From an optimization exercise on the open Yosys and OpenROAD flow, aimed at small area; shortcuts taken in it are not production practice.
At most, simulation tests tie the RTL to the original design; equivalence was not proved.
Function not checked in run 2: the RTL went through the layout flow alone.
Power is estimated from default activity; no workload was simulated.

`flow/run.sh`:
```
#!/bin/bash
# synth_recipe.tcl (not shown) runs the flow's synth.tcl, then flattens the netlist and writes it again
# the make line also repeats each setting of config.mk as NAME=value (left out here)
make -C /OpenROAD-flow-scripts/flow DESIGN_CONFIG=/design/flow/config.mk WORK_HOME=/design/flow/orfs CLKGATE_MAP_FILE= SYNTH_SCRIPT=/design/flow/synth_recipe.tcl finish
```
`flow/config.mk`:
```
export PLATFORM = sky130hd
export DESIGN_NAME = regfile_mp
export DESIGN_NICKNAME = regfile_mp
export VERILOG_FILES = /design/flow/design.v
export SDC_FILE = /design/flow/constraint.sdc
export NUM_CORES = 4
export LEC_CHECK = 0
export CAP_MARGIN = 20
export CORE_MARGIN = 2
export CORE_UTILIZATION = 30
export PLACE_DENSITY = 0.45
export SLEW_MARGIN = 20
export SYNTH_HIERARCHICAL = 1
export SYNTH_MINIMUM_KEEP_SIZE = 0
```
`flow/constraint.sdc`:
```
create_clock -name core_clock -period 7.0 [get_ports {i_clk}]
set_input_delay 1.4000 -clock core_clock [delete_from_list [all_inputs] [get_ports {i_clk}]]
set_output_delay 1.4000 -clock core_clock [all_outputs]
set_load 0.01 [all_outputs]
```
`flow/design.v`:
```
package regfile_pkg;
    localparam int unsigned DEF_DATA_W   = 32;
    localparam int unsigned DEF_NUM_REGS = 32;
    localparam int unsigned DEF_NUM_RD   = 2;
    localparam int unsigned DEF_NUM_WR   = 2;
    typedef logic [0:0] clr_state_e;
    localparam clr_state_e IDLE  = 1'b0;
    localparam clr_state_e CLEAR = 1'b1;
endpackage
import regfile_pkg::*;
module regfile_scoreboard
#(
    parameter int unsigned NUM_REGS = DEF_NUM_REGS,
    parameter int unsigned NUM_RD   = DEF_NUM_RD,
    parameter int unsigned NUM_WR   = DEF_NUM_WR,
    parameter bit          ZERO_REG = 1'b1,
    localparam int unsigned AW      = (NUM_REGS > 2) ? $clog2(NUM_REGS) : 1
) (
    input  logic                         i_clk,
    input  logic                         i_reset_n,
    input  logic [NUM_WR-1:0][NUM_REGS-1:0] i_wr_hit,    
    input  logic [NUM_REGS-1:0]          i_alloc_hit,    
    input  logic                         i_accept,       
    input  logic [NUM_RD-1:0][NUM_REGS-1:0] i_rs_sel,    
    output logic [NUM_RD-1:0]            o_rs_busy_c
);
    localparam int unsigned LO = ZERO_REG ? 1 : 0;
    logic [NUM_REGS-1:0] busy_q;
    for (genvar i = 0; i < int'(NUM_REGS); i++) begin : g_busy
        if (i < int'(LO)) begin : g_zero
            assign busy_q[i] = 1'b0;
        end else begin : g_bit
            logic wr_any;
            always_comb begin
                wr_any = 1'b0;
                for (int w = 0; w < int'(NUM_WR); w++) wr_any = wr_any | i_wr_hit[w][i];
            end
            always_ff @(posedge i_clk or negedge i_reset_n) begin
                if (!i_reset_n) busy_q[i] <= 1'b0;
                else            busy_q[i] <= i_accept & (i_alloc_hit[i] | (busy_q[i] & ~wr_any));
            end
        end
    end
    always_comb begin
        for (int k = 0; k < int'(NUM_RD); k++) o_rs_busy_c[k] = |(busy_q & i_rs_sel[k]);
    end
endmodule
import regfile_pkg::*;
module regfile_mp
#(
    parameter int unsigned DATA_W   = DEF_DATA_W,
    parameter int unsigned NUM_REGS = DEF_NUM_REGS,
    parameter int unsigned NUM_RD   = DEF_NUM_RD,
    parameter int unsigned NUM_WR   = DEF_NUM_WR,
    parameter bit          BYPASS   = 1'b1,
    parameter bit          ZERO_REG = 1'b1,
    localparam int unsigned AW      = (NUM_REGS > 2) ? $clog2(NUM_REGS) : 1
) (
    input  logic                           i_clk,
    input  logic                           i_reset_n,
    input  logic [NUM_RD-1:0][AW-1:0]      i_rs_addr,
    output logic [NUM_RD-1:0][DATA_W-1:0]  o_rs_data,
    output logic [NUM_RD-1:0]              o_rs_busy,
    input  logic [NUM_WR-1:0][AW-1:0]      i_rd_addr,
    input  logic [NUM_WR-1:0][DATA_W-1:0]  i_rd_data,
    input  logic [NUM_WR-1:0]              i_rd_wren,
    input  logic                           i_alloc_en,
    input  logic [AW-1:0]                  i_alloc_addr,
    input  logic                           i_clr_req,
    output logic                           o_clr_busy
);
    localparam int unsigned LO = ZERO_REG ? 1 : 0;
    logic                                clr_q;      
    logic [AW-1:0]                       cnt_q;      
    logic                                accept;
    logic [NUM_WR-1:0]                   wr_ok;
    logic [NUM_WR-1:0][NUM_REGS-1:0]     wr_hit;     
    logic [NUM_WR-1:0][NUM_REGS-1:0]     wr_sel;     
    logic [NUM_REGS-1:0]                 wr_any;
    logic [NUM_REGS-1:0]                 alloc_hit;
    logic [NUM_RD-1:0][NUM_REGS-1:0]     rs_sel;     
    logic [NUM_RD-1:0][NUM_REGS-1:0]     rd_sel;     
    logic [NUM_RD-1:0][NUM_WR-1:0]       byp;        
    logic [NUM_RD-1:0]                   no_byp;
    logic [NUM_REGS-1:0]                 valid_q;
    logic [NUM_REGS-1:0][DATA_W-1:0]     mem_q;
    logic [NUM_REGS-1:0]                 sweep_hit;
    logic [NUM_RD-1:0]                   busy_c;
    assign accept = !clr_q && !i_clr_req;
    always_ff @(posedge i_clk or negedge i_reset_n) begin
        if (!i_reset_n)  clr_q <= 1'b0;
        else if (clr_q)  clr_q <= (cnt_q != AW'(NUM_REGS - 1));
        else             clr_q <= i_clr_req;
    end
    always_ff @(posedge i_clk) begin
        cnt_q <= clr_q ? cnt_q + AW'(1) : '0;
    end
    always_comb begin
        for (int w = 0; w < int'(NUM_WR); w++) begin
            wr_ok[w] = i_rd_wren[w] && accept && !(ZERO_REG && (i_rd_addr[w] == '0));
            for (int i = 0; i < int'(NUM_REGS); i++) wr_hit[w][i] = wr_ok[w] && (i_rd_addr[w] == AW'(i));
        end
        for (int i = 0; i < int'(NUM_REGS); i++) begin
            wr_any[i] = 1'b0;
            for (int w = int'(NUM_WR) - 1; w >= 0; w--) begin
                wr_sel[w][i] = wr_hit[w][i] && !wr_any[i];
                wr_any[i]    = wr_any[i] | wr_hit[w][i];
            end
            alloc_hit[i] = i_alloc_en && (i_alloc_addr == AW'(i)) && !(ZERO_REG && i == 0);
            sweep_hit[i] = (cnt_q == AW'(i));
        end
        for (int k = 0; k < int'(NUM_RD); k++) begin
            no_byp[k] = 1'b1;
            for (int w = int'(NUM_WR) - 1; w >= 0; w--) begin
                byp[k][w] = BYPASS && no_byp[k] && wr_ok[w] && (i_rd_addr[w] == i_rs_addr[k]);
                no_byp[k] = no_byp[k] && !byp[k][w];
            end
            for (int i = 0; i < int'(NUM_REGS); i++) begin
                rs_sel[k][i] = (i_rs_addr[k] == AW'(i));
                rd_sel[k][i] = rs_sel[k][i] && valid_q[i] && no_byp[k];
            end
        end
    end
    for (genvar i = 0; i < int'(NUM_REGS); i++) begin : g_reg
        if (i < int'(LO)) begin : g_zero
            assign valid_q[i] = 1'b0;
            assign mem_q[i]   = '0;
        end else begin : g_reg
            logic hold;
            always_ff @(posedge i_clk or negedge i_reset_n) begin
                if (!i_reset_n) valid_q[i] <= 1'b0;
                else if (clr_q) valid_q[i] <= valid_q[i] & !sweep_hit[i];
                else            valid_q[i] <= valid_q[i] | wr_any[i];
            end
            assign hold = !wr_any[i];
            for (genvar b = 0; b < int'(DATA_W); b++) begin : g_bit
                logic d;
                rf_ao222 u_wr (
                    .a0 (mem_q[i][b]),     .a1 (hold),
                    .b0 (i_rd_data[0][b]), .b1 (wr_sel[0][i]),
                    .c0 (i_rd_data[1][b]), .c1 (wr_sel[1][i]),
                    .y  (d)
                );
                always_ff @(posedge i_clk) mem_q[i][b] <= d;
            end
        end
    end
    localparam int unsigned NT = NUM_REGS - LO + NUM_WR;      
    localparam int unsigned NG = (NT + 2) / 3;                
    for (genvar k = 0; k < int'(NUM_RD); k++) begin : g_rd
        logic [3*NG-1:0] tsel;
        always_comb begin
            tsel = '0;
            for (int i = int'(LO); i < int'(NUM_REGS); i++) tsel[i - int'(LO)] = rd_sel[k][i];
            for (int w = 0; w < int'(NUM_WR); w++) tsel[NUM_REGS - LO + w] = byp[k][w];
        end
        for (genvar b = 0; b < int'(DATA_W); b++) begin : g_bit
            logic [3*NG-1:0] tdat;
            logic [NG-1:0]   grp_n;
            always_comb begin
                tdat = '0;
                for (int i = int'(LO); i < int'(NUM_REGS); i++) tdat[i - int'(LO)] = mem_q[i][b];
                for (int w = 0; w < int'(NUM_WR); w++) tdat[NUM_REGS - LO + w] = i_rd_data[w][b];
            end
            for (genvar g = 0; g < int'(NG); g++) begin : g_grp
                rf_aoi222 u_aoi (
                    .a0 (tdat[3*g]),   .a1 (tsel[3*g]),
                    .b0 (tdat[3*g+1]), .b1 (tsel[3*g+1]),
                    .c0 (tdat[3*g+2]), .c1 (tsel[3*g+2]),
                    .y  (grp_n[g])
                );
            end
            assign o_rs_data[k][b] = ~&grp_n;
        end
    end
    regfile_scoreboard #(
        .NUM_REGS (NUM_REGS),
        .NUM_RD   (NUM_RD),
        .NUM_WR   (NUM_WR),
        .ZERO_REG (ZERO_REG)
    ) u_scoreboard (
        .i_clk        (i_clk),
        .i_reset_n    (i_reset_n),
        .i_wr_hit     (wr_hit),
        .i_alloc_hit  (alloc_hit),
        .i_accept     (accept),
        .i_rs_sel     (rs_sel),
        .o_rs_busy_c  (busy_c)
    );
    always_comb begin
        o_rs_busy  = clr_q ? '0 : busy_c;
        o_clr_busy = clr_q;
    end
endmodule
module rf_ao222 (
    input  logic a0, a1, b0, b1, c0, c1,
    output logic y
);
    assign y = (a0 & a1) | (b0 & b1) | (c0 & c1);
endmodule
module rf_aoi222 (
    input  logic a0, a1, b0, b1, c0, c1,
    output logic y
);
    assign y = ~((a0 & a1) | (b0 & b1) | (c0 & c1));
endmodule
```
==> run summary, run 1 <==
Post-Syn Instances 4776; Worst-Margin Slew 1.199 ns; delay-heaviest family, CP simple AND/OR/NAND/NOR gates; layout cells sized above 1 16.15%; Clk Latency, worst-skew pair between 0.7 and 0.8 ns; R2R depth 8; HPWL after detailed placement a little under 200 mm; TritonCTS clock tree built; Die ar. about 160000 µm²; Final nets 5550; reg2reg start clr_q; Max Clock Freq between 100 and 150 MHz; RR Endpoint mem_q[855]; Critical Path RT 5.60 ns; H-Tree Depth 3; minimum clock period around 7.1 ns; slowest CP cell nor2_2; CP cell instances clkdlybuf4s50_1 > buf_4 > nand2_1 > nor2_1 > nand3_1 > nor2_2 > a222oi_1 > nand4_1 > nor2_1 > nand4_1 > clkdlybuf4s50_1; Cell Pwr Density ~250 nW/µm²; Setup crit end kind primary output; routed len/inst 41.78 µm; Initial DRT Pass Iterations 15; placed instance area 56900 µm²; worst min path class reg -> reg; Buffers & Inverters on Critical Path 3; average size of a mapped cell 10.10 µm²; post-route insts no fill 7647; vias post-DR 57320; crit-path max cell delay ~0.89 ns; Sink Count 1060; worst reg-to-reg setup slack 3.01 ns; total CTS buffers 120; Antenna Nets Post-Route 0; crit share post-route 101.1%; hold_buf cts 0; Layout Skew 0.05996 ns; Starting Density 30.13%; Post-Syn Area 48210 µm²; largest net degree at the start of global routing 64; Synth Net Count roughly 5000; drt total wl 319.5 mm; first-pass GRT wire length between 400 and 500 mm; Pwr Total 15690 µW; CTS root buf clkbuf_16; Worst Setup Path Type in -> out; layout check faults negative setup slack; worst hold slack about 0.5 ns; Core ar. 160000 µm²; filler cell count 15920; vias in the first global route ~53000; Die Y 404.9 µm; area growth from synthesis to layout 28.01%; Max-slew headroom 19.88%; Worst Path Max Fanout 10; worst hold path depth 1; Slew Viols, Final 0; Max Cap Viol 0; hold path start cnt_q[0]; row cnt about 150; Arrival @ worst endpoint around 5.7 ns; total grt overflow 0; setup TNS -0.3142 ns; yosys synthesis warning count 8; # IOs around 160; final instance area 61720 µm²; Vias/cell ~7.5; DR iter-0 viols 18260; Final Hold Vio Count 0; Leak Pwr 0.02877 µW; Hold EP cnt_q[0]; placed instance count roughly 7400; status complete, but fails checks; Post-route DRC 0; clock buffer depth 3; unrepaired setup endpoints after global routing yes; number of port buffers 161; Worst VDD drop 0.2324 mV; CP startpoint kind input pin; Final setup viols 12; Placer Congestion 0.9557; Worst-path clk slew 0.06 ns; initial antenna violation count 17; gr usage total 37.06%; Die X about 400 µm; fin worst setup slack -0.07846 ns
-- sequential cells by signal (all words and copies together), names as in the netlist --
signal and cells:
mem_q 992, u_scoreboard.busy_q 31, valid_q 31, cnt_q 5, clr_q 1
-- worst max path at each step --
stage | cells after the start | slack, ns | to | startpoint
global route | 13 | -0.05 | o_rs_data[31] | i_rd_addr[4]
detailed placement | 15 | -0.34 | o_rs_data[51] | i_rd_wren[0]
finish | 11 | -0.08 | o_rs_data[20] | i_rs_addr[1]
global placement | 15 | -0.44 | o_rs_data[51] | i_rd_wren[0]
CTS | 13 | 0.03 | o_rs_data[47] | i_rd_addr[4]
floorplan | 9 | 0.25 | o_rs_data[0] | i_rd_addr[7]
-- cells in the final DEF (no fill, tap or decap), types with 5 or more instances in the layout --
master and n:
nor4_4 5, buf_12 79, a21oi_4 7, diode_2 8, a222oi_1 1698, clkbuf_16 123, nand2_1 68, clkdlybuf4s50_1 122
clkinvlp_4 5, nor3_4 44, buf_2 35, dfxtp_1 997, ha_1 6, dfrtp_1 63, nor2_4 38, inv_1 996
bufinv_16 13, a22oi_1 24, clkbuf_8 26, nor2b_4 24, buf_4 371, xnor2_1 18, nand2b_1 21, nor4_2 8
and2_1 7, nor3_1 22, a21oi_1 32, nor2_2 10, nor3_2 55, clkbuf_1 24, nand4b_1 15, o21ai_0 29
nand3_1 42, clkinv_2 29, nor2_1 177, nand4_1 216, nor2b_1 49
-- metrics by stage --
| step | utilization [%] | worst slack [ns] |
|---|---|---|
| 6_report | 38.57 | -0.07846 |
| 3_3_place_gp | 35.52 | -0.4377 |
| 3_5_place_dp | 35.56 | -0.3380 |
| 5_1_grt | 38.56 | -0.04765 |
| 2_1_floorplan | - | 0.2478 |
| 4_1_cts | 38.30 | 0.02844 |
-- power by group --
part / total (µW) / internal [µW] / switching [µW]
sequential: 7090 / 6610 / 484
combinational: 1770 / 696 / 1070
clock: 6830 / 3970 / 2860
total: 15700 / 11300 / 4420
-- layer usage --
metal,global-route usage (%),vias to the layer above,part of all wire [%]
li1,-,22520,-
met1,47.40,28330,37
met2,51.91,5421,40
met3,13.51,1034,15
met4,24.23,18,7.6
met5,0.5055,-,0.095
-- final cells by class --
class / count / area (µm²) / area share [%]
multi-input combinational: 2653 / 23680 / 38.36
clock inverter: 53 / 661.9 / 1.072
tap: 2086 / 2610 / 4.229
antenna: 8 / 20.02 / 0.03244
clock buffer: 173 / 3526 / 5.713
sequential: 1060 / 21540 / 34.89
inverter: 996 / 3739 / 6.057
timing repair buffer: 618 / 5949 / 9.640
-- what timing repair did --
item,in CTS,in global routing
pin swaps,4,18
cloned,1,1
gates resized for setup,6,17
buffers inserted,13,23
setup endpoints to repair,16,28
==> run 2, diff against run 1 <==
--- a/flow/design.v
+++ b/flow/design.v
@@ -88,2 +88,5 @@
     logic [NUM_RD-1:0]                   busy_c;
+    logic                                phase_q;
+    logic [NUM_WR-1:0][DATA_W-1:0]       wdat;       
+    logic [NUM_RD-1:0]                   rd_zero;    
     assign accept = !clr_q && !i_clr_req;
@@ -97,2 +100,9 @@
     end
+    always_ff @(posedge i_clk or negedge i_reset_n) begin
+        if (!i_reset_n) phase_q <= 1'b0;
+        else            phase_q <= !phase_q;
+    end
+    always_comb begin
+        for (int w = 0; w < int'(NUM_WR); w++) wdat[w] = i_rd_data[w] ^ {DATA_W{phase_q}};
+    end
     always_comb begin
@@ -117,2 +127,3 @@
             end
+            rd_zero[k] = no_byp[k];
             for (int i = 0; i < int'(NUM_REGS); i++) begin
@@ -120,2 +131,3 @@
                 rd_sel[k][i] = rs_sel[k][i] && valid_q[i] && no_byp[k];
+                rd_zero[k]   = rd_zero[k] && !(rs_sel[k][i] && valid_q[i]);
             end
@@ -137,6 +149,6 @@
                 logic d;
-                rf_ao222 u_wr (
-                    .a0 (mem_q[i][b]),     .a1 (hold),
-                    .b0 (i_rd_data[0][b]), .b1 (wr_sel[0][i]),
-                    .c0 (i_rd_data[1][b]), .c1 (wr_sel[1][i]),
+                rf_aoi222 u_wr (
+                    .a0 (mem_q[i][b]), .a1 (hold),
+                    .b0 (wdat[0][b]),  .b1 (wr_sel[0][i]),
+                    .c0 (wdat[1][b]),  .c1 (wr_sel[1][i]),
                     .y  (d)
@@ -147,3 +159,3 @@
     end
-    localparam int unsigned NT = NUM_REGS - LO + NUM_WR;      
+    localparam int unsigned NT = NUM_REGS - LO + NUM_WR + 1;  
     localparam int unsigned NG = (NT + 2) / 3;                
@@ -155,2 +167,3 @@
             for (int w = 0; w < int'(NUM_WR); w++) tsel[NUM_REGS - LO + w] = byp[k][w];
+            tsel[NUM_REGS - LO + NUM_WR] = rd_zero[k];
         end
@@ -162,5 +175,6 @@
                 for (int i = int'(LO); i < int'(NUM_REGS); i++) tdat[i - int'(LO)] = mem_q[i][b];
-                for (int w = 0; w < int'(NUM_WR); w++) tdat[NUM_REGS - LO + w] = i_rd_data[w][b];
-            end
-            for (genvar g = 0; g < int'(NG); g++) begin : g_grp
+                for (int w = 0; w < int'(NUM_WR); w++) tdat[NUM_REGS - LO + w] = wdat[w][b];
+                tdat[NUM_REGS - LO + NUM_WR] = phase_q;
+            end
+            for (genvar g = 0; g < int'(NT / 3); g++) begin : g_grp
                 rf_aoi222 u_aoi (
@@ -172,3 +186,6 @@
             end
-            assign o_rs_data[k][b] = ~&grp_n;
+            for (genvar g = int'(NT / 3); g < int'(NG); g++) begin : g_rest
+                assign grp_n[g] = ~|(tdat[3*g +: 3] & tsel[3*g +: 3]);
+            end
+            assign o_rs_data[k][b] = ~&grp_n ^ phase_q;
         end
@@ -194,8 +211,2 @@
 endmodule
-module rf_ao222 (
-    input  logic a0, a1, b0, b1, c0, c1,
-    output logic y
-);
-    assign y = (a0 & a1) | (b0 & b1) | (c0 & c1);
-endmodule
 module rf_aoi222 (
==> flow/flow/run.sh (new file) <==
#!/bin/bash
# Standard layout with two changes: ports are buffered with the smallest buffer, and clock tree
# synthesis inserts no dummy loads.
set -euo pipefail
bash standard.sh \
  "BUFFER_PORTS_ARGS=-buffer_cell sky130_fd_sc_hd__buf_1" \
  "CTS_ARGS=-sink_clustering_enable -repair_clock_nets -dont_use_dummy_load" \
  finish > standard_flow.log 2>&1
==> flow/standard.sh (new file) <==
#!/bin/bash
# synth_recipe.tcl (not shown) runs the flow's synth.tcl, then flattens the netlist and writes it again
# the make line also repeats each setting of config.mk as NAME=value (left out here)
make -C /OpenROAD-flow-scripts/flow DESIGN_CONFIG=/design/flow/config.mk WORK_HOME=/design/flow/orfs CLKGATE_MAP_FILE= SYNTH_SCRIPT=/design/flow/synth_recipe.tcl "${@:-finish}"
removed: flow/run.sh
==> run 2 against run 1 <==
  * The layout still fails its checks (negative setup slack)
  * Via count is 6.7% lower
  * Register-to-register slack worse by 0.05 ns
  * Power is 4.5% lower
  * Sequential cell count is 1 higher
  * Global-route usage is 2.9 points lower
  * Final cell count is 14% lower
  * Sequential share of layout area is 3.2 points higher
  * Die area is 4.5% lower
  * First-iteration DRC count is 8.6% lower
  * Hold slack better by 0.0039 ns
  * Synthesized cell count is 16% lower
  * Core utilization is 1.4 points lower
  * Critical path type unchanged
==> run summary, run 2 <==
status complete, but fails checks; layout check faults negative setup slack; Worst-Margin Slew 1.212 ns; slowest CP cell and3_2; grt met3 use 11.79%; hold_buf cts 0; vias in the first global route 50070; commonest non-fill, non-tap cell in the layout a222oi_1; hold path start mem_q[76]; area growth from synthesis to layout 22.97%; # IOs 162; Arrival @ worst endpoint around 5.6 ns; biggest regs mem_q x992, u_scoreboard.busy_q x31, valid_q x31; CTS root buf clkbuf_16; Initial DRT Pass Iterations 19; global routing usage on met2 roughly half; crit path from i_rd_addr[5]; Post-Syn Instances 4031; Vias/cell 8.092; total CTS buffers 117; Setup crit end kind primary output; area of the multi-input gates 26020 µm²; setup TNS -0.08622 ns; Placer Congestion 0.9909; Synth Net Count 4132; Final setup viols 4; crit-path max cell delay 0.84 ns; routed len/inst between 40 and 50 µm; number of port buffers 161; layout cells sized above 1 15.97%; first-pass GRT wire length 392.0 mm; Starting Density 30.26%; Post-route DRC 0; fin worst setup slack -0.03875 ns; Worst Setup Path Type in -> out; CP cell instances buf_1 > or4_1 > o21ai_2 > nor4_4 > buf_4 > nor3_2 > and3_2 > buf_4 > a222oi_1 > nand3_1 > nor3_4 > xnor2_1 > a21oi_1 > buf_1; largest net degree at the start of global routing 65; yosys synthesis warning count 8; gr usage total 34.15%; Leak Pwr 0.01863 µW; Max Clock Freq approximately 140 MHz; HPWL after detailed placement approximately 180 mm; CP startpoint kind input pin; reg2reg start clr_q; minimum clock period 7.039 ns; total grt overflow 0; drt total wl 282.5 mm; most frequent cells in the layout a222oi_1 (1698), dfxtp_1 (997), buf_4 (321), nor2_1 (168), buf_1 (160); clock buffer depth 3; worst min path class reg -> reg; Post-Syn Area 46020 µm²; average size of a mapped cell 11.42 µm²; Final Hold Vio Count 0; Worst VDD drop 0.2259 mV; Slew Viols, Final 0; DR iter-0 viols between 15000 and 20000; crit share post-route 100.6%; Cell Pwr Density 264.8 nW/µm²; Layout Skew 0.08265 ns; Top Usage Layer GRT met2; Top reg by flops mem_q; row cnt 143; Final nets 4679; vias post-DR 53490; initial antenna violation count 13; Critical Path RT 5.60 ns; Register Area 21560 µm²; Util after Layout 37.21%; filler cell count 15100; Die ar. 156600 µm²; TritonCTS clock tree built; M1 GR Usage about 45%; Clk Latency, worst-skew pair 0.79 ns; Worst-path clk slew 0.05 ns; Die X 395.7 µm; Worst Path Max Fanout 27; Core ar. 152100 µm²; H-Tree Depth 3; Antenna Nets Post-Route 0; Pwr Total ~15000 µW; max reg flops 992; Max Cap Viol 0; Max-slew headroom a little under 20%; Sink Count approximately 1100; Die Y 395.7 µm
-- run 2: changes by cell type in the layout (fill, tap and decap cells not counted), sizes merged, moves of 14 or more --
| cell | change |
|---|---|
| inv | -987 |
| clkdlybuf4s50 | -122 |
| nand4 | -79 |
| xor2 | +65 |
| a21oi | +62 |
| xnor2 | +62 |
| clkbuf | -57 |
| nand3 | +49 |
| and3 | +48 |
| clkinv | -33 |
| nor2b | -24 |
| and4 | +16 |
| buf | +14 |
-- run 2: cell type report --
class / instances / area share, %
well taps: 2030 / 4.488
multi-input cells: 2881 / 45.98
diodes: 4 / 0.01769
flip-flops and latches: 1061 / 38.10
clock buffers: 117 / 5.173
inverters: 11 / 0.07738
repair buffers: 506 / 6.159
-- run 2: repair_timing --
item | 4_1_cts | 5_1_grt
setup endpoints to repair | 8 | 31
pin swaps | 0 | 5
gates resized for setup | 3 | 17
buffers inserted | 0 | 1
-- run 2: through the flow --
stage               setup slack (ns)  area (µm²)  hold WS [ns]  std cells
detailed placement           -0.1593       53550        0.4868       6488
CTS                        -0.009166       56490        0.4976       6605
finish                      -0.03875       56590        0.4976       6610
global placement             -0.1248       53460        0.4783       6482
global route               -0.005513       56580        0.5088       6606
floorplan                    0.08701       46020        0.4515       4031
-- run 2: final timing paths --
kind / end / slack (ns) / cells after the start
hold / removal: mem_q[76] / 0.50 / 1
setup reg to reg: mem_q[145] / 2.96 / 7
max in group asynchronous: phase_q / 5.38 / 2
hold reg to reg: mem_q[76] / 0.50 / 1
setup / recovery: o_rs_data[24] / -0.04 / 14
min in group asynchronous: u_scoreboard.busy_q[21] / 0.92 / 2
-- run 2: critical path, delay by kind of cell --
kind	cells	cell delay, ns
AOI/OAI and AO/OA	3	0.43
xor gates and xnor gates	1	0.39
and+or+nand+nor	6	2.65
buffers and inverters	4	0.70
-- run 2: metal layers --
layer  part of all wire (%)  wire (µm)  vias up
li1                       -          -    20960
met2                     43     120800     4551
met5                  0.023         65        -
met1                     38     108200    27190
met3                     14      40560      773
met4                    4.5      12780       10
-- run 2: power by group --
part	internal (µW)	switching, µW
Combinational	875	1290
Clock	2890	2500
Sequential	6730	690
Total	10500	4490
==> run 3, diff against run 2 <==
--- a/flow/design.v
+++ b/flow/design.v
@@ -91,2 +91,3 @@
     logic [NUM_RD-1:0]                   rd_zero;    
+    logic [NUM_WR-1:0][DATA_W-1:0]       wdat_n;     
     assign accept = !clr_q && !i_clr_req;
@@ -105,3 +106,6 @@
     always_comb begin
-        for (int w = 0; w < int'(NUM_WR); w++) wdat[w] = i_rd_data[w] ^ {DATA_W{phase_q}};
+        for (int w = 0; w < int'(NUM_WR); w++) begin
+            wdat[w]   = i_rd_data[w] ^ {DATA_W{phase_q}};
+            wdat_n[w] = ~i_rd_data[w];
+        end
     end
@@ -127,6 +131,6 @@
             end
-            rd_zero[k] = no_byp[k];
+            rd_zero[k] = 1'b1;
             for (int i = 0; i < int'(NUM_REGS); i++) begin
                 rs_sel[k][i] = (i_rs_addr[k] == AW'(i));
-                rd_sel[k][i] = rs_sel[k][i] && valid_q[i] && no_byp[k];
+                rd_sel[k][i] = rs_sel[k][i] && valid_q[i];
                 rd_zero[k]   = rd_zero[k] && !(rs_sel[k][i] && valid_q[i]);
@@ -159,3 +163,3 @@
     end
-    localparam int unsigned NT = NUM_REGS - LO + NUM_WR + 1;  
+    localparam int unsigned NT = NUM_REGS - LO + 1;           
     localparam int unsigned NG = (NT + 2) / 3;                
@@ -166,4 +170,3 @@
             for (int i = int'(LO); i < int'(NUM_REGS); i++) tsel[i - int'(LO)] = rd_sel[k][i];
-            for (int w = 0; w < int'(NUM_WR); w++) tsel[NUM_REGS - LO + w] = byp[k][w];
-            tsel[NUM_REGS - LO + NUM_WR] = rd_zero[k];
+            tsel[NUM_REGS - LO] = rd_zero[k];
         end
@@ -172,2 +175,3 @@
             logic [NG-1:0]   grp_n;
+            logic            rd_n;
             always_comb begin
@@ -175,4 +179,3 @@
                 for (int i = int'(LO); i < int'(NUM_REGS); i++) tdat[i - int'(LO)] = mem_q[i][b];
-                for (int w = 0; w < int'(NUM_WR); w++) tdat[NUM_REGS - LO + w] = wdat[w][b];
-                tdat[NUM_REGS - LO + NUM_WR] = phase_q;
+                tdat[NUM_REGS - LO] = phase_q;
             end
@@ -189,3 +192,9 @@
             end
-            assign o_rs_data[k][b] = ~&grp_n ^ phase_q;
+            assign rd_n = ~(~&grp_n ^ phase_q);
+            rf_aoi222 u_out (
+                .a0 (wdat_n[1][b]), .a1 (byp[k][1]),
+                .b0 (wdat_n[0][b]), .b1 (byp[k][0]),
+                .c0 (rd_n),         .c1 (no_byp[k]),
+                .y  (o_rs_data[k][b])
+            );
         end
--- a/flow/config.mk
+++ b/flow/config.mk
@@ -9,4 +9,6 @@
 export CORE_MARGIN = 2
-export CORE_UTILIZATION = 30
-export PLACE_DENSITY = 0.45
+export CORE_UTILIZATION = 35
+export CTS_BUF_LIST = sky130_fd_sc_hd__clkbuf_4
+export PLACE_DENSITY = 0.5
+export SETUP_SLACK_MARGIN = 0.2
 export SLEW_MARGIN = 20
==> run 3 against run 2 <==
  * Clock-buffer cell count rose by 1
  * Combinational power rose by 9.2%
  * Non-clock buffer count rose by 23
  * Sequential power fell by 0.7%
  * The run now finishes clean
  * Power rose by 1.1%
==> run summary, run 3 <==
status complete, no violations; Top reg by flops mem_q; unrepaired setup endpoints after global routing yes; Clk Latency, worst-skew pair 0.77 ns; setup TNS 0 ns; drt total wl 293.3 mm; Worst-Margin Slew 1.272 ns; hold_buf cts 0; Die ar. 135600 µm²; Worst VDD drop 0.2084 mV; HPWL after detailed placement 175.7 mm; Post-Syn Area 46420 µm²; CTS root buf clkbuf_16; gr usage total 40.85%; Cell Pwr Density roughly 270 nW/µm²; largest net degree at the start of global routing 90; Final nets 4734; H-Tree Depth 3; Core ar. 131600 µm²; crit share post-route 98.07%; Antenna Nets Post-Route 0; layout cells sized above 1 roughly 17%; DR iter-0 viols roughly 18000; area growth from synthesis to layout 22.59%; Worst Setup Path Type in -> out; total CTS buffers 118; # IOs 162; Max Clock Freq 145.7 MHz; yosys synthesis warning count 8; clock buffer depth 3; commonest non-fill, non-tap cell in the layout a222oi_1; Layout Skew 0.06810 ns; CP startpoint kind input pin; filler cell count between 10000 and 15000; vias in the first global route 51280; total grt overflow 0; TritonCTS clock tree built; average size of a mapped cell 11.41 µm²; most frequent cells in the layout a222oi_1 (1698), dfxtp_1 (997), buf_4 (318), nor2_1 (158), buf_1 (154); Placer Congestion around 1.0; Util after Layout 43.23%; Post-Place Worst Slack 0.05875 ns; postcts setup bufs 0; Post-route DRC 0; Starting Density 35.26%; vias post-DR 55230; fin worst setup slack between 0.1 and 0.15 ns; Worst-path clk slew 0.05 ns; Post-Syn Instances 4069; routed len/inst ~46 µm; number of port buffers 161; Arrival @ worst endpoint 5.46 ns; max reg flops 992; Slew Viols, Final 0; Initial DRT Pass Iterations 23; initial antenna violation count 18; biggest regs mem_q x992, u_scoreboard.busy_q x31, valid_q x31; Synth Net Count approximately 4200; Final Hold Vio Count 0; Critical Path RT ~5.6 ns; Leak Pwr 0.01928 µW; Vias/cell 8.640; Sink Count 1061; Worst Path Max Fanout 22; row cnt 133; minimum clock period approximately 6.9 ns; Max-slew headroom 15.23%; Setup crit end kind primary output; worst min path class in -> async; Max Cap Viol 0; Die X 368.2 µm; Die Y between 300 and 400 µm; first-pass GRT wire length 399.6 mm; Final setup viols 0
[run 3: metal layers]
layer / global-route usage, % / vias up / share of wire [%]
li1: - / 21020 / -
met1: 50.64 / 27510 / 35
met2: 57.44 / 5437 / 40
met3: 17.66 / 1244 / 17
met4: 26.05 / 20 / 7.7
met5: 0.9259 / - / 0.11
[run 3: what timing repair did]
item                       4_1_cts  5_1_grt
gates resized for setup          5       10
setup endpoints to repair        2       11
pin swaps                        3        6
[run 3: metrics by stage]
step / cell area (µm²) / instances / power (µW) / hold WS, ns
after floorplan: 46430 / 4069 / 8664 / 0.4515
after global placement: 53700 / 6259 / 9680 / 0.4704
after detailed placement: 53760 / 6261 / 9720 / 0.4854
after CTS: 56720 / 6379 / 14990 / 0.4120
after global routing: 56890 / 6389 / 15490 / 0.4241
final: 56900 / 6393 / 15150 / 0.4333
[run 3: worst max-delay path, cell delays in order]
cell       delay [ns]
buf_1            0.43
nor3b_1          0.18
and4b_2          0.64
a222oi_1         0.47
nand4_1          0.49
a2111oi_1        0.62
buf_4            0.23
xnor2_1          0.20
o21ai_0          0.19
a222oi_1         0.38
buf_1            0.19
[run 3: layout make-up]
class                      count  area (µm²)  share of cell area, %
multi-input combinational   2853       25880                  45.48
sequential                  1061       21560                  37.90
timing repair buffer         529        4029                  7.080
clock buffer                 118        2953                  5.189
tap                         1755        2196                  3.859
inverter                      70       262.8                 0.4618
antenna                        7       17.52                0.03078
[run 3: final timing paths]
check,from,end,depth (start not counted),slack (ns)
setup / recovery,i_rs_addr[9],o_rs_data[62],11,0.14
hold / removal,i_reset_n,u_scoreboard.busy_q[9],1,0.43
setup reg to reg,clr_q,mem_q[546],8,2.82
hold reg to reg,cnt_q[0],cnt_q[0],1,0.49
max in group asynchronous,i_reset_n,phase_q,2,5.32
min in group core_clock,cnt_q[0],cnt_q[0],1,0.49
[run 3: report_power, final]
| part | internal (µW) | switching (µW) | leakage, µW |
|---|---|---|---|
| registers | 6730 | 636 | 0.00992 |
| clock network | 2920 | 2490 | 0.00145 |
| logic | 1000 | 1370 | 0.00790 |
| total | 10700 | 4490 | 0.0193 |
==> run 4, diff against run 3 <==
--- a/flow/config.mk
+++ b/flow/config.mk
@@ -8,2 +8,4 @@
 export CAP_MARGIN = 20
+export CELL_PAD_IN_SITES_DETAIL_PLACEMENT = 1
+export CELL_PAD_IN_SITES_GLOBAL_PLACEMENT = 1
 export CORE_MARGIN = 2
==> run 4 against run 3 <==
  * Cell area decreased by 0.41%
  * Die area unchanged
  * Clock power up 1%
  * Power rose by 0.74%
  * Via count is 0.42% lower
  * Clock skew is 0.0033 ns higher
  * Global-route usage rose by 3.1 points
  * Wire length up 6.9%
  * Synthesized area unchanged
  * Sequential share of layout area is 0.15 points higher
  * Clock-buffer cell count grew 1
==> run summary, run 4 <==
placed instance area around 53000 µm²; final instance area 56670 µm²; Arrival @ worst endpoint 5.47 ns; R2R depth 7; Max Cap Viol 0; commonest non-fill, non-tap cell in the layout a222oi_1; Die X 368.2 µm; hold path start mem_q[652]; setup TNS 0 ns; first-pass GRT wire length 426.2 mm; Worst-path clk slew 0.06 ns; DR iter-0 viols 16290; Critical Path RT 5.60 ns; HPWL after detailed placement 188.6 mm; Final setup viols 0; minimum clock period 6.865 ns; Max Clock Freq roughly 150 MHz; drt total wl roughly 310 mm; Setup crit end kind primary output; Starting Density 35.26%; placed instance count 6210; Post-route DRC 0; largest net degree at the start of global routing 68; Placer Congestion 0.9520; combinational power share between 10% and 20%; Slew Viols, Final 0; Worst-Margin Slew between 1 and 1.5 ns; clock share of power 36.0%; Worst Path Max Fanout 32; crit-path max cell delay 0.71 ns; Top reg by flops mem_q; RR Endpoint mem_q[791]; Flop pwr share around half; total grt overflow 0; Post-Syn Area 46420 µm²; Core ar. 131600 µm²; yosys synthesis warning count 8; Leak Pwr 0.01906 µW; Cell Pwr Density 269.2 nW/µm²; Antenna Nets Post-Route 0; initial antenna violation count 20; CP cell instances buf_1 > buf_4 > nor3_1 > and3_2 > a222oi_1 > nand4_1 > a2111oi_1 > buf_4 > xnor2_1 > o21ai_0 > a222oi_1 > buf_1; NetSw 4603 µW; area growth from synthesis to layout 22.09%; # IOs 162; post-route insts no fill between 6000 and 7000; Sink Count about 1100; Final nets approximately 4700; layout cells sized above 1 16.17%; Hold EP mem_q[652]; Clk Latency, worst-skew pair slightly below 0.8 ns; routed len/inst between 40 and 50 µm; hold_buf cts 0; CP startpoint kind input pin; total CTS buffers 119; row cnt around 130; Worst VDD drop 0.2270 mV; Internal Power 10650 µW; biggest regs mem_q x992, u_scoreboard.busy_q x31, valid_q x31; max reg flops between 900 and 1000; reg2reg start clr_q; average size of a mapped cell around 11 µm²; Final Hold Vio Count 0; Die ar. 135600 µm²; Post-Syn Instances 4069; worst reg-to-reg setup slack around 3 ns; TritonCTS clock tree built; vias post-DR 55000; CTS root buf clkbuf_16; switch share 30.17%; Worst Setup Path Type in -> out; gr usage total 43.98%; Synth Net Count approximately 4200; Vias/cell 8.663; worst hold path depth 1; status complete, no violations; Max-slew headroom between 10 and 15%; filler cell count between 10000 and 15000; Die Y 368.2 µm; Layout Skew 0.07139 ns; crit share post-route 98.07%; clock buffer depth 3; Initial DRT Pass Iterations 17; most frequent cells in the layout a222oi_1 (1698), dfxtp_1 (997), buf_4 (290), nor2_1 (158), buf_1 (155); unrepaired setup endpoints after global routing yes; slowest CP cell a2111oi_1; worst min path class reg -> reg; vias in the first global route approximately 53000; number of port buffers 161; H-Tree Depth 3
run 4: what timing repair did:
item                                    in CTS  in global routing
pin swaps                                    0                  7
setup buffers                                0                  0
resized for setup                            1                 35
endpoints found under the setup margin       1                 37
gates cloned                                 0                  1
run 4: how the worst max path moves through the flow:
stage	startpoint	endpoint
after floorplan	i_rs_addr[3]	o_rs_data[0]
after global placement	i_rs_addr[9]	o_rs_data[36]
after detailed placement	i_rs_addr[9]	o_rs_data[36]
after CTS	i_rs_addr[0]	o_rs_data[11]
after global routing	i_rs_addr[6]	o_rs_data[63]
final	i_rs_addr[6]	o_rs_data[63]
run 4: worst max-delay path: cells and delay by family:
kind,cells,cell delay [ns]
AOI/OAI and AO/OA,4,1.57
xor gates and xnor gates,1,0.11
and+or+nand+nor,3,1.33
buffers and inverters,4,1.02
run 4: power groups by stage:
stage          Combinational [µW]  Clock [µW]  Sequential (µW)
2_1_floorplan                1430           0             7240
3_3_place_gp                 2240           0             7460
3_5_place_dp                 2280           0             7470
4_1_cts                      2280        5490             7350
5_1_grt                      2490        5720             7460
6_report                     2370        5490             7400
run 4: final cells by class:
type	instances	area, µm²	area share [%]
Inverter	70	262.8	0.4636
Multi-Input combinational cell	2854	26200	46.23
Tap cell	1755	2196	3.875
Antenna cell	11	27.53	0.04857
Sequential cell	1061	21560	38.05
Clock buffer	119	2978	5.255
Timing Repair Buffer	479	3442	6.074
run 4: stage by stage:
step	total power, µW	hold WS [ns]	util, %	setup slack, ns
2_1_floorplan	8664	0.4515	-	0.6670
3_3_place_gp	9696	0.4754	40.42	0.1284
3_5_place_dp	9747	0.4880	40.51	0.03699
4_1_cts	15120	0.5007	42.77	0.2018
5_1_grt	15670	0.5102	43.03	0.1812
6_report	15260	0.4991	43.05	0.1349
run 4: layer usage:
metal	vias up	share of wire, %	global-route usage (%)
met3	1003	14	16.34
li1	20940	-	-
met4	8	6.6	26.14
met1	28350	37	55.02
met5	-	0.033	0
met2	4702	42	64.24
==> run 5, diff against run 4 <==
==> flow/flow/run.sh (replaced) <==
#!/bin/bash
# Standard layout with two changes: ports are buffered with the smallest buffer, and clock tree
# synthesis builds the tree from clkbuf_8 cells in clusters of at most 16 sinks and 60 um, with
# no dummy loads.
set -euo pipefail
bash standard.sh \
  "BUFFER_PORTS_ARGS=-buffer_cell sky130_fd_sc_hd__buf_1" \
  "CTS_ARGS=-sink_clustering_enable -repair_clock_nets -dont_use_dummy_load -buf_list sky130_fd_sc_hd__clkbuf_8 -sink_clustering_size 16 -sink_clustering_max_diameter 60" \
  finish > standard_flow.log 2>&1
==> run 5 against run 4 <==
  * Highest routed layer unchanged
  * Still clean
  * Sequential power hardly changed
  * Core utilization is 1.1 points lower
  * Largest power group unchanged
  * Combinational power hardly changed
  * Non-clock buffer count stayed put
  * Hold slack better by 0.0031 ns
==> run summary, run 5 <==
commonest non-fill, non-tap cell in the layout a222oi_1; Worst-Margin Slew 1.288 ns; Layout Skew roughly 0.14 ns; Util after Layout 41.94%; Post-Syn Instances 4069; Worst-path clk slew around 0.08 ns; routed len/inst 49.35 µm; first-pass GRT wire length 425.2 mm; total CTS buffers approximately 110; Max-slew headroom 14.12%; biggest regs mem_q x992, u_scoreboard.busy_q x31, valid_q x31; Die ar. 135600 µm²; Vias/cell 8.614; Post-route DRC 0; Post-Syn Area 46420 µm²; final instance area 55210 µm²; Final nets 4678; Max Clock Freq 146.9 MHz; largest net degree at the start of global routing 68; hold_buf cts 0; Worst Setup Path Type in -> out; DR iter-0 viols 16170; Sink Count 1061; drt total wl about 310 mm; Antenna Nets Post-Route 0; status complete, no violations; Placer Congestion 0.9520; Final Hold Vio Count 0; Top reg by flops mem_q; Worst VDD drop 0.1502 mV; RR Endpoint mem_q[797]; Slew Viols, Final 0; Flop pwr share ~55%; NetSw 4361 µW; Final setup viols 0; delay-heaviest family, CP compound AO/OA/AOI/OAI gates; Worst Path Max Fanout 19; placed instance area between 50000 and 60000 µm²; CTS root buf clkbuf_8; TritonCTS clock tree built; switch share 32.40%; crit path to o_rs_data[36]; number of port buffers 161; Max Cap Viol 0; global routing usage on met2 63.66%; crit share post-route 97.24%; worst min path class reg -> reg; # IOs 162; hold path start mem_q[818]; Internal Power 9099 µW; combinational power share between 10% and 20%; minimum clock period just under 7 ns; CP cell instances buf_1 > buf_4 > nor2_1 > and3_2 > buf_12 > a222oi_1 > nand4_1 > a2111oi_4 > buf_4 > xnor2_1 > o21ai_1 > a222oi_1 > buf_1; Die X 368.2 µm; CP startpoint kind input pin; Initial DRT Pass Iterations 14; crit path from i_rs_addr[6]; Setup crit end kind primary output; crit-path max cell delay a little over 0.6 ns; Crit path depth 13; average size of a mapped cell 11.41 µm²; Buffers & Inverters on Critical Path 5; Core ar. around 130000 µm²; Leak Pwr around 0.018 µW; filler cell count 14190; Cell Pwr Density about 240 nW/µm²; Clk Latency, worst-skew pair 0.91 ns; R2R depth 7; HPWL after detailed placement 188.6 mm; slowest CP cell nand4_1; Starting Density about a third; worst hold slack 0.5022 ns; Pwr Total 13460 µW; M1 GR Usage 54.66%; reg2reg start clr_q; clock buffer depth 3; total grt overflow 0; H-Tree Depth 3; worst reg-to-reg setup slack 3.10 ns; max reg flops around 990; initial antenna violation count 17; Die Y 368.2 µm; most frequent cells in the layout a222oi_1 (1698), dfxtp_1 (997), buf_4 (290), nor2_1 (158), buf_1 (155); setup TNS 0 ns; Arrival @ worst endpoint about 5.4 ns; gr usage total 43.89%; area growth from synthesis to layout 18.93%; grt met3 use 16.76%; row cnt 133; Synth Net Count 4170; yosys synthesis warning count 8; clock share of power 27.5%; unrepaired setup endpoints after global routing yes; Top Usage Layer GRT met2; vias in the first global route between 50000 and 60000; vias post-DR 54620; Critical Path RT about 5.6 ns; layout cells sized above 1 16.02%
-- run 5: how the worst min path moves through the flow --
stage	endpoint	slack, ns	depth (start not counted)
floorplan	cnt_q[0]	0.45	1
global placement	cnt_q[0]	0.48	1
detailed placement	mem_q[811]	0.49	1
CTS	mem_q[1016]	0.50	1
global route	mem_q[653]	0.52	1
finish	mem_q[818]	0.50	1
-- run 5: per-stage QoR --
step                setup slack [ns]  cells
global route                  0.1123   6332
global placement              0.1284   6206
floorplan                     0.6670   4069
CTS                           0.2018   6321
detailed placement           0.03699   6210
finish                        0.1934   6341
-- run 5: per-layer routing --
metal,vias to the layer above,share of wire (%)
li1,20870,-
met1,28070,37
met2,4663,42
met3,1012,14
met4,6,6.9
met5,-,0.015
-- run 5: timing repair --
item                       4_1_cts  5_1_grt
setup buffers                    0        0
resized for setup                1       35
setup endpoints to repair        1       38
pin swaps                        0        9
gates cloned                     0        1
-- run 5: power groups by stage --
stage / sequential [µW] / clock, µW / combinational (µW)
global route: 7450 / 3930 / 2490
detailed placement: 7470 / 0 / 2280
CTS: 7340 / 3710 / 2280
global placement: 7460 / 0 / 2240
floorplan: 7240 / 0 / 1430
finish: 7380 / 3710 / 2370
-- run 5: area by class of cell --
type                    count  area, µm²  area share, %
multi-input cells        2854      26200          47.45
flip-flops and latches   1061      21560          39.06
repair buffers            479       3430          6.212
well taps                1755       2196          3.978
clock buffers             111       1528          2.767
inverters                  70      262.8         0.4760
diodes                     11      27.53        0.04986
==> run 6, diff against run 5 <==
--- a/flow/design.v
+++ b/flow/design.v
@@ -91,3 +91,2 @@
     logic [NUM_RD-1:0]                   rd_zero;    
-    logic [NUM_WR-1:0][DATA_W-1:0]       wdat_n;     
     assign accept = !clr_q && !i_clr_req;
@@ -106,6 +105,3 @@
     always_comb begin
-        for (int w = 0; w < int'(NUM_WR); w++) begin
-            wdat[w]   = i_rd_data[w] ^ {DATA_W{phase_q}};
-            wdat_n[w] = ~i_rd_data[w];
-        end
+        for (int w = 0; w < int'(NUM_WR); w++) wdat[w] = i_rd_data[w] ^ {DATA_W{phase_q}};
     end
@@ -175,3 +171,4 @@
             logic [NG-1:0]   grp_n;
-            logic            rd_n;
+            logic            rd_enc;     
+            logic            out_n;
             always_comb begin
@@ -192,9 +189,10 @@
             end
-            assign rd_n = ~(~&grp_n ^ phase_q);
+            assign rd_enc = ~&grp_n;
             rf_aoi222 u_out (
-                .a0 (wdat_n[1][b]), .a1 (byp[k][1]),
-                .b0 (wdat_n[0][b]), .b1 (byp[k][0]),
-                .c0 (rd_n),         .c1 (no_byp[k]),
-                .y  (o_rs_data[k][b])
+                .a0 (wdat[1][b]), .a1 (byp[k][1]),
+                .b0 (wdat[0][b]), .b1 (byp[k][0]),
+                .c0 (rd_enc),     .c1 (no_byp[k]),
+                .y  (out_n)
             );
+            assign o_rs_data[k][b] = ~(out_n ^ phase_q);
         end
==> run 6 against run 5 <==
  * Still clean on timing, DRC and antenna
  * Worst setup slack lost 0.0039 ns
  * Power grew 1.9%
  * Sequential power is essentially flat
  * Critical endpoint is now o_rs_data[45]
  * Largest power group unchanged
  * Highest routed layer unchanged
==> run summary, run 6 <==
Synth Net Count slightly above 4000; H-Tree Depth 3; largest net degree at the start of global routing 59; Top reg by flops mem_q; Setup crit end kind primary output; worst min path class in -> async; crit share post-route 97.29%; first-pass GRT wire length 420.5 mm; gr usage total about 43%; total grt overflow 0; CTS root buf clkbuf_8; most frequent cells in the layout a222oi_1 (1698), dfxtp_1 (997), buf_4 (326), nor2_1 (157), buf_1 (155); biggest regs mem_q x992, u_scoreboard.busy_q x31, valid_q x31; Final nets 4642; layout cells sized above 1 16.63%; unrepaired setup endpoints after global routing yes; Arrival @ worst endpoint 5.41 ns; initial antenna violation count 9; Max Cap Viol 0; Starting Density 35.15%; Die ar. 134400 µm²; minimum clock period just under 7 ns; Pwr Total 13720 µW; total CTS buffers 115; Final Hold Vio Count 0; Slew Viols, Final 0; Clk Latency, worst-skew pair 0.91 ns; # IOs roughly 160; Worst Setup Path Type in -> out; setup TNS 0 ns; Die X approximately 370 µm; Vias/cell 8.621; TritonCTS clock tree built; Worst VDD drop between 0.15 and 0.2 mV; commonest non-fill, non-tap cell in the layout a222oi_1; Cell Pwr Density 248.5 nW/µm²; drt total wl 307.4 mm; average size of a mapped cell ~12 µm²; status complete, no violations; max reg flops 992; Worst-path clk slew ~0.08 ns; Leak Pwr 0.01823 µW; vias in the first global route 52420; Max Clock Freq 146.8 MHz; Core ar. 131000 µm²; clock buffer depth 3; row cnt approximately 130; Sink Count 1061; Post-Syn Instances 3991; routed len/inst 48.78 µm; placed instance count between 6000 and 7000; Max-slew headroom 22.44%; yosys synthesis warning count 8; Initial DRT Pass Iterations 15; HPWL after detailed placement between 150 and 200 mm; Final setup viols 0; post-route insts no fill 6301; Post-Syn Area between 40000 and 50000 µm²; worst reg-to-reg setup slack 2.76 ns; Post-route DRC 0; worst hold slack roughly 0.45 ns; number of port buffers about 160; Worst Path Max Fanout 23; Util after Layout 42.16%; DR iter-0 viols 16150; vias post-DR ~54000; Worst-Margin Slew 1.162 ns; area growth from synthesis to layout 19.95%; CP startpoint kind input pin; Critical Path RT 5.60 ns; Layout Skew 0.09714 ns; Die Y 366.7 µm; Placer Congestion 0.9341; hold_buf cts 0; Antenna Nets Post-Route 0
==> run 6: changes by cell type in the layout (fill, tap and decap cells not counted), moves of 8 or more <==
cell / previous run / this run
buf_16: 11 / 3
a2111oi_1: 53 / 16
o21ai_2: 30 / 0
buf_4: 290 / 326
o21ai_0: 33 / 61
buf_12: 16 / 26
and2_4: 8 / 0
a2111oi_0: 1 / 45
inv_1: 70 / 8
o21ai_1: 31 / 1
o31ai_2: 0 / 30
==> run 6: stage by stage <==
| step | instance area [µm²] | setup WS, ns |
|---|---|---|
| 2_1_floorplan | 46040 | 0.5629 |
| 3_3_place_gp | 53310 | -0.2582 |
| 3_5_place_dp | 53490 | -0.02460 |
| 4_1_cts | 55090 | 0.1507 |
| 5_1_grt | 55210 | 0.1859 |
| 6_report | 55210 | 0.1895 |
==> run 6: final timing paths <==
| check | start | to | cells after the start |
|---|---|---|---|
| setup / recovery | i_rs_addr[5] | o_rs_data[45] | 12 |
| hold / removal | i_reset_n | u_scoreboard.busy_q[20] | 1 |
| setup reg to reg | clr_q | mem_q[540] | 8 |
| hold reg to reg | cnt_q[0] | cnt_q[0] | 1 |
| max in group asynchronous | i_reset_n | phase_q | 2 |
| min in group core_clock | cnt_q[0] | cnt_q[0] | 1 |
==> run 6: worst max-delay path, cell delays in order <==
cell and delay, ns:
buf_1 0.31, nor2b_1 0.26, and3_2 0.30, buf_4 0.29, a222oi_1 0.74, nand4_1 0.49
a2111oi_2 0.36, buf_4 0.17, o31ai_2 0.09, a222oi_1 0.57, xnor2_1 0.21, buf_1 0.17
==> run 6: area by class of cell <==
class / count / area [µm²]
diodes: 7 / 17.52
clock buffers: 115 / 1583
multi-input cells: 2838 / 26160
well taps: 1755 / 2196
inverters: 8 / 30.03
repair buffers: 517 / 3667
fillers: 14140 / 75750
flip-flops and latches: 1061 / 21560
==> run 6: per-layer routing <==
metal	part of all wire, %	GRT usage (%)	up-vias
li1	-	-	20850
met1	37	55.81	27760
met2	42	63.20	4742
met3	13	11.57	962
met4	7.9	29.53	6
met5	0.041	0.9259	-
==> run 6: what timing repair did <==
item | in CTS | in global routing
endpoints found under the setup margin | 9 | 38
setup buffers | 0 | 0
resized for setup | 9 | 35
pin swaps | 2 | 9
==> run 6: power breakdown <==
| part | switching, µW | leakage [µW] | internal [µW] |
|---|---|---|---|
| Clock | 2300 | 0.000827 | 1450 |
| Sequential | 649 | 0.00992 | 6720 |
| Combinational | 1500 | 0.00748 | 1100 |
==> run 7, diff against run 6 <==
==> flow/flow/run.sh (replaced) <==
#!/bin/bash
# Standard layout with two changes: ports are buffered with the smallest buffer, and clock tree
# synthesis builds the tree from clkbuf_8 cells in clusters of at most 14 sinks and 80 um, with
# no dummy loads.
set -euo pipefail
bash standard.sh \
  "BUFFER_PORTS_ARGS=-buffer_cell sky130_fd_sc_hd__buf_1" \
  "CTS_ARGS=-sink_clustering_enable -repair_clock_nets -dont_use_dummy_load -buf_list sky130_fd_sc_hd__clkbuf_8 -sink_clustering_size 14 -sink_clustering_max_diameter 80" \
  finish > standard_flow.log 2>&1
--- a/flow/config.mk
+++ b/flow/config.mk
@@ -12,3 +12,2 @@
 export CORE_UTILIZATION = 35
-export CTS_BUF_LIST = sky130_fd_sc_hd__clkbuf_4
 export PLACE_DENSITY = 0.5
==> run 7 against run 6 <==
  * Cell area is 0.54% lower
  * Wire length shrank 0.10%
  * Synthesized area is the same
  * Combinational power about the same
  * Core utilization is 0.23 points lower
  * Clock skew shrank 0.015 ns
  * Via count down 0.83%
  * Sequential share of layout area rose by 0.21 points
  * Fmax down 1.3%
  * Clock power down 8.5%
  * Critical endpoint unchanged
==> run summary, run 7 <==
status complete, no violations; crit path from i_rs_addr[5]; initial antenna violation count 8; Cell Pwr Density 244.2 nW/µm²; TritonCTS clock tree built; Layout Skew 0.08230 ns; DR iter-0 viols 16070; Max-slew headroom between 20% and 30%; Slew Viols, Final 0; Core ar. 131000 µm²; Post-Place Worst Slack -0.02460 ns; hold_buf cts 0; placed instance count 6178; Post-route DRC 0; Worst Setup Path Type in -> out; Max Cap Viol 0; worst hold slack 0.4897 ns; HPWL after detailed placement 189.9 mm; CP startpoint kind input pin; worst min path class in -> async; reg2reg start clr_q; Post-Syn Instances 3991; gr usage total between 40% and 50%; max reg flops between 900 and 1000; minimum clock period 6.898 ns; final instance area about 55000 µm²; Synth Net Count 4092; drt total wl 307.1 mm; R2R depth 8; most frequent cells in the layout a222oi_1 (1698), dfxtp_1 (997), buf_4 (326), nor2_1 (157), buf_1 (155); crit path to o_rs_data[45]; Worst-path clk slew 0.09 ns; Die X between 300 and 400 µm; crit share post-route 98.54%; Final nets approximately 4600; Top reg by flops mem_q; Die ar. about 130000 µm²; area growth from synthesis to layout 19.30%; Final setup viols 0; Arrival @ worst endpoint 5.50 ns; Antenna Nets Post-Route 0; Starting Density 35.15%; Die Y 366.7 µm; fin worst setup slack 0.1022 ns; Leak Pwr 0.01807 µW; yosys synthesis warning count 8; commonest non-fill, non-tap cell in the layout a222oi_1; # IOs 162; Placer Congestion between 0.9 and 1; Worst VDD drop around 0.16 mV; layout cells sized above 1 16.30%; Worst Path Max Fanout 23; post-route insts no fill between 6000 and 7000; unrepaired setup endpoints after global routing no; Worst-Margin Slew ~1.1 ns; vias post-DR 53870; first-pass GRT wire length around 420 mm; number of port buffers about 160; total grt overflow 0; Clk Latency, worst-skew pair between 0.8 and 0.9 ns; Sink Count 1061; Critical Path RT between 5 and 6 ns; placed instance area 53490 µm²; biggest regs mem_q x992, u_scoreboard.busy_q x31, valid_q x31; Setup crit end kind primary output; CTS root buf clkbuf_8; Vias/cell 8.585; total CTS buffers 92; worst reg-to-reg setup slack 2.83 ns; RR Endpoint mem_q[901]; Max Clock Freq 145.0 MHz; routed len/inst roughly 49 µm; Final Hold Vio Count 0; average size of a mapped cell approximately 12 µm²; vias in the first global route 52220; largest net degree at the start of global routing between 50 and 60; Post-Syn Area 46030 µm²; Initial DRT Pass Iterations 17; clock buffer depth 3; row cnt 133; H-Tree Depth 3
## run 7: layout make-up
| type | instances | area [µm²] |
|---|---|---|
| clock buffer | 92 | 1266 |
| sequential | 1061 | 21560 |
| multi-input combinational | 2838 | 26180 |
| antenna | 4 | 10.01 |
| inverter | 8 | 30.03 |
| tap | 1755 | 2196 |
| timing repair buffer | 517 | 3667 |
| fill | 14140 | 76050 |
## run 7: worst min-delay path by stage
stage                               to  cells after the start  slack, ns
2_1_floorplan                 cnt_q[0]                      1       0.45
3_3_place_gp                mem_q[431]                      1       0.48
3_5_place_dp                  cnt_q[0]                      1       0.48
4_1_cts        u_scoreboard.busy_q[10]                      1       0.46
5_1_grt        u_scoreboard.busy_q[10]                      1       0.48
6_report       u_scoreboard.busy_q[10]                      1       0.49
## run 7: stage by stage
step                total power [µW]  setup TNS [ns]  utilization (%)
global placement                9933         -0.2582            40.71
floorplan                       8712               0                -
global route                   13810               0            41.93
finish                         13410               0            41.93
detailed placement              9981        -0.02460            40.84
CTS                            13290               0            41.82
## run 7: routing by layer
layer  GRT usage, %  wire, µm
met3          11.52     40120
met4          28.43     23500
met2          63.66    128300
met5              0        29
met1          55.97    115100
## run 7: critical path, cell delays in order
cell and delay (ns):
buf_1 0.35, nor2b_1 0.28, and3_2 0.30, buf_4 0.30, a222oi_1 0.73, nand4_1 0.51
a2111oi_2 0.38, buf_4 0.17, o31ai_2 0.09, a222oi_1 0.58, xnor2_1 0.21, buf_1 0.17
## run 7: timing repair
| action | CTS | global route |
|---|---|---|
| setup endpoints to repair | 9 | 39 |
| hold endpoints to repair | 0 | 0 |
| gates resized for setup | 10 | 40 |
| buffers inserted | 0 | 0 |
| pin swaps | 2 | 8 |
## run 7: report_power, final
| part | total, µW | switching, µW | leakage [µW] | internal [µW] |
|---|---|---|---|---|
| clock network | 3430 | 2260 | 0.000661 | 1170 |
| registers | 7370 | 652 | 0.00992 | 6720 |
| logic | 2600 | 1500 | 0.00748 | 1100 |
==> run 8, diff against run 7 <==
--- a/flow/config.mk
+++ b/flow/config.mk
@@ -11,5 +11,5 @@
 export CORE_MARGIN = 2
-export CORE_UTILIZATION = 35
-export PLACE_DENSITY = 0.5
-export SETUP_SLACK_MARGIN = 0.2
+export CORE_UTILIZATION = 42
+export PLACE_DENSITY = 0.55
+export SETUP_SLACK_MARGIN = 0.35
 export SLEW_MARGIN = 20
==> run 8 against run 7 <==
  * Largest cell class unchanged
  * Cell area fell by 1.7%
  * Highest routed layer unchanged
  * Non-clock buffer count shrank 33
  * Sequential cell count unchanged
  * First-iteration DRC count grew 11%
  * Hold slack better by 0.012 ns
  * Final cell count down 6.0%
==> run summary, run 8 <==
gr usage total 47.14%; Antenna Nets Post-Route 0; Die Y 335.1 µm; TritonCTS clock tree built; crit-path max cell delay 0.57 ns; worst min path class reg -> reg; Crit path top cell by count buf_4; # IOs 162; Layout Skew about 0.062 ns; Max Clock Freq 150.2 MHz; Vias/cell around 9.2; placed instance area roughly 52000 µm²; Cell Pwr Density about 240 nW/µm²; vias post-DR 54040; Post-route DRC 0; Synth Net Count 4092; setup TNS 0 ns; Slew Viols, Final 0; max reg flops 992; worst hold slack between 0.5 and 0.6 ns; Worst Setup Path Type in -> out; unrepaired setup endpoints after global routing yes; minimum clock period about 6.7 ns; Die ar. 112300 µm²; row cnt 121; drt total wl 278.9 mm; Starting Density 42.29%; Worst-Margin Slew 1.236 ns; Top reg by flops mem_q; Setup crit end kind primary output; largest net degree at the start of global routing 65; clock buffer depth 3; Max-slew headroom between 10% and 20%; Placer Congestion 0.9438; status complete, no violations; Max Cap Viol 0; crit share post-route 95.13%; Sink Count 1061; biggest regs mem_q x992, u_scoreboard.busy_q x31, valid_q x31; yosys synthesis warning count 8; filler cell count 11570; HPWL after detailed placement about 170 mm; CP cell instances buf_1 > buf_4 > nor2b_1 > buf_4 > and3_4 > buf_4 > a222oi_1 > nand4_1 > a2111oi_2 > o21ai_0 > a222oi_1 > xnor2_1 > buf_1; CTS root buf clkbuf_8; Worst Path Max Fanout 15; CP startpoint kind input pin; number of port buffers 161; Util after Layout 49.60%; Critical Path RT 5.60 ns; final instance area 53990 µm²; total grt overflow 0; Buffers & Inverters on Critical Path 5; first-pass GRT wire length just under 400 mm; Core ar. 108900 µm²; Leak Pwr 0.01783 µW; Initial DRT Pass Iterations 17; Worst-path clk slew approximately 0.07 ns; Die X 335.1 µm; routed len/inst 47.27 µm; Final setup viols 0; Worst VDD drop 0.1697 mV; Arrival @ worst endpoint ~5.3 ns; worst reg-to-reg setup slack 2.67 ns; Clk Latency, worst-skew pair approximately 0.83 ns; layout cells sized above 1 15.45%; commonest non-fill, non-tap cell in the layout a222oi_1; Final Hold Vio Count 0; Post-Syn Instances 3991; Post-Syn Area 46030 µm²; area growth from synthesis to layout 17.28%; average size of a mapped cell 11.53 µm²; Final nets 4582; slowest CP cell a222oi_1; most frequent cells in the layout a222oi_1 (1698), dfxtp_1 (997), buf_4 (308), nor2_1 (157), buf_1 (154); H-Tree Depth 3; DR iter-0 viols 17890; initial antenna violation count 8; total CTS buffers 87; delay-heaviest family, CP compound AO/OA/AOI/OAI gates; vias in the first global route approximately 52000
run 8: layout make-up:
type	instances	area, µm²	area share (%)
Multi-Input combinational cell	2839	26150	48.44
Sequential cell	1061	21560	39.94
Timing Repair Buffer	484	3256	6.030
Tap cell	1414	1769	3.277
Clock buffer	87	1197	2.218
Inverter	8	30.03	0.05562
Antenna cell	7	17.52	0.03245
run 8: power by group:
group	internal, µW	switching [µW]
combinational	1080	1420
sequential	6720	638
clock	1110	2170
total	8910	4220
run 8: worst paths after layout:
path	depth (start not counted)	to	from
worst max-delay path	13	o_rs_data[18]	i_rs_addr[0]
worst min-delay path	1	cnt_q[0]	cnt_q[0]
worst max register to register	8	mem_q[897]	clr_q
worst min register to register	1	cnt_q[0]	cnt_q[0]
max in group asynchronous	2	u_scoreboard.busy_q[24]	i_reset_n
min in group asynchronous	2	phase_q	i_reset_n
run 8: per-stage QoR:
step                      power [µW]  std cells  setup slack, ns
after floorplan                 8712       3991           0.5629
after global placement          9772       5797           0.2080
after detailed placement        9836       5801           0.2740
after CTS                      12970       5888           0.3609
after global routing           13500       5895           0.2881
final                          13130       5900           0.3412
run 8: worst register-to-register path, delay by kind of cell, from the launching register on:
family / cells / cell delay, ns
AOI/OAI and AO/OA: 1 / 0.14
DFF: 1 / 0.65
and+or+nand+nor: 5 / 2.58
buffers and inverters: 2 / 0.83
run 8: routing by layer:
layer  GRT usage (%)  vias to the layer above  share of wire (%)
li1                -                    20700                  -
met1           60.01                    27090                 35
met2           67.06                     5132                 41
met3           13.78                     1115                 15
met4           35.81                        6                9.1
met5          0.1303                        -              0.012
run 8: what timing repair did:
item	in CTS	in global routing
setup buffers	0	2
cloned	0	1
gates resized for setup	4	64
setup endpoints to repair	5	47
pin swaps	3	21
endpoints found under the hold margin	0	0
hold buffers	0	0

afterwards: timing with drivers on the ports:
Ports are ideal in the flow. The routed layouts listed here were re-timed in OpenROAD.
Step 1 sets driving cells, clkbuf_16 on the clock port and buf_2 on the other inputs (assumed; they add their load-dependent delay and slew).
Step 2 moves the port delays by t, midway between the first and last clock arrival at a register: inputs arrive t later, outputs are due t later. That takes back most of the time a late clock gives input paths.
Slacks: ideal / step 1 / step 2; pairs: ideal / step 1.
| run | t, ns | setup slack, ns | hold slack, ns | worst register clock-pin slew, ns | worst data-port slew with drivers (ns) |
|---|---|---|---|---|---|
| run 1 | 0.847 | -0.078 / -0.113 / -0.113 | 0.494 / 0.494 / 0.494 | 0.07 / 0.07 | 0.09 |
| run 2 | 0.819 | -0.039 / -0.059 / -0.059 | 0.498 / 0.498 / 0.498 | 0.07 / 0.07 | 0.06 |
| run 3 | 0.812 | 0.135 / 0.109 / 0.109 | 0.433 / 0.376 / 0.492 | 0.06 / 0.06 | 0.18 |
| run 4 | 0.817 | 0.135 / 0.110 / 0.110 | 0.499 / 0.499 / 0.499 | 0.07 / 0.07 | 0.08 |
| run 5 | 0.914 | 0.193 / 0.169 / 0.169 | 0.502 / 0.502 / 0.502 | 0.11 / 0.11 | 0.07 |
| run 6 | 0.934 | 0.190 / 0.150 / 0.150 | 0.445 / 0.390 / 0.498 | 0.11 / 0.11 | 0.06 |
| run 7 | 0.914 | 0.102 / 0.078 / 0.078 | 0.490 / 0.429 / 0.503 | 0.11 / 0.11 | 0.06 |
| run 8 | 0.859 | 0.341 / 0.320 / 0.320 | 0.501 / 0.501 / 0.501 | 0.11 / 0.11 | 0.08 |
The setup slack of run 6, which loses most, moves by -0.040 ns with the drivers and by -0.040 ns with both steps.
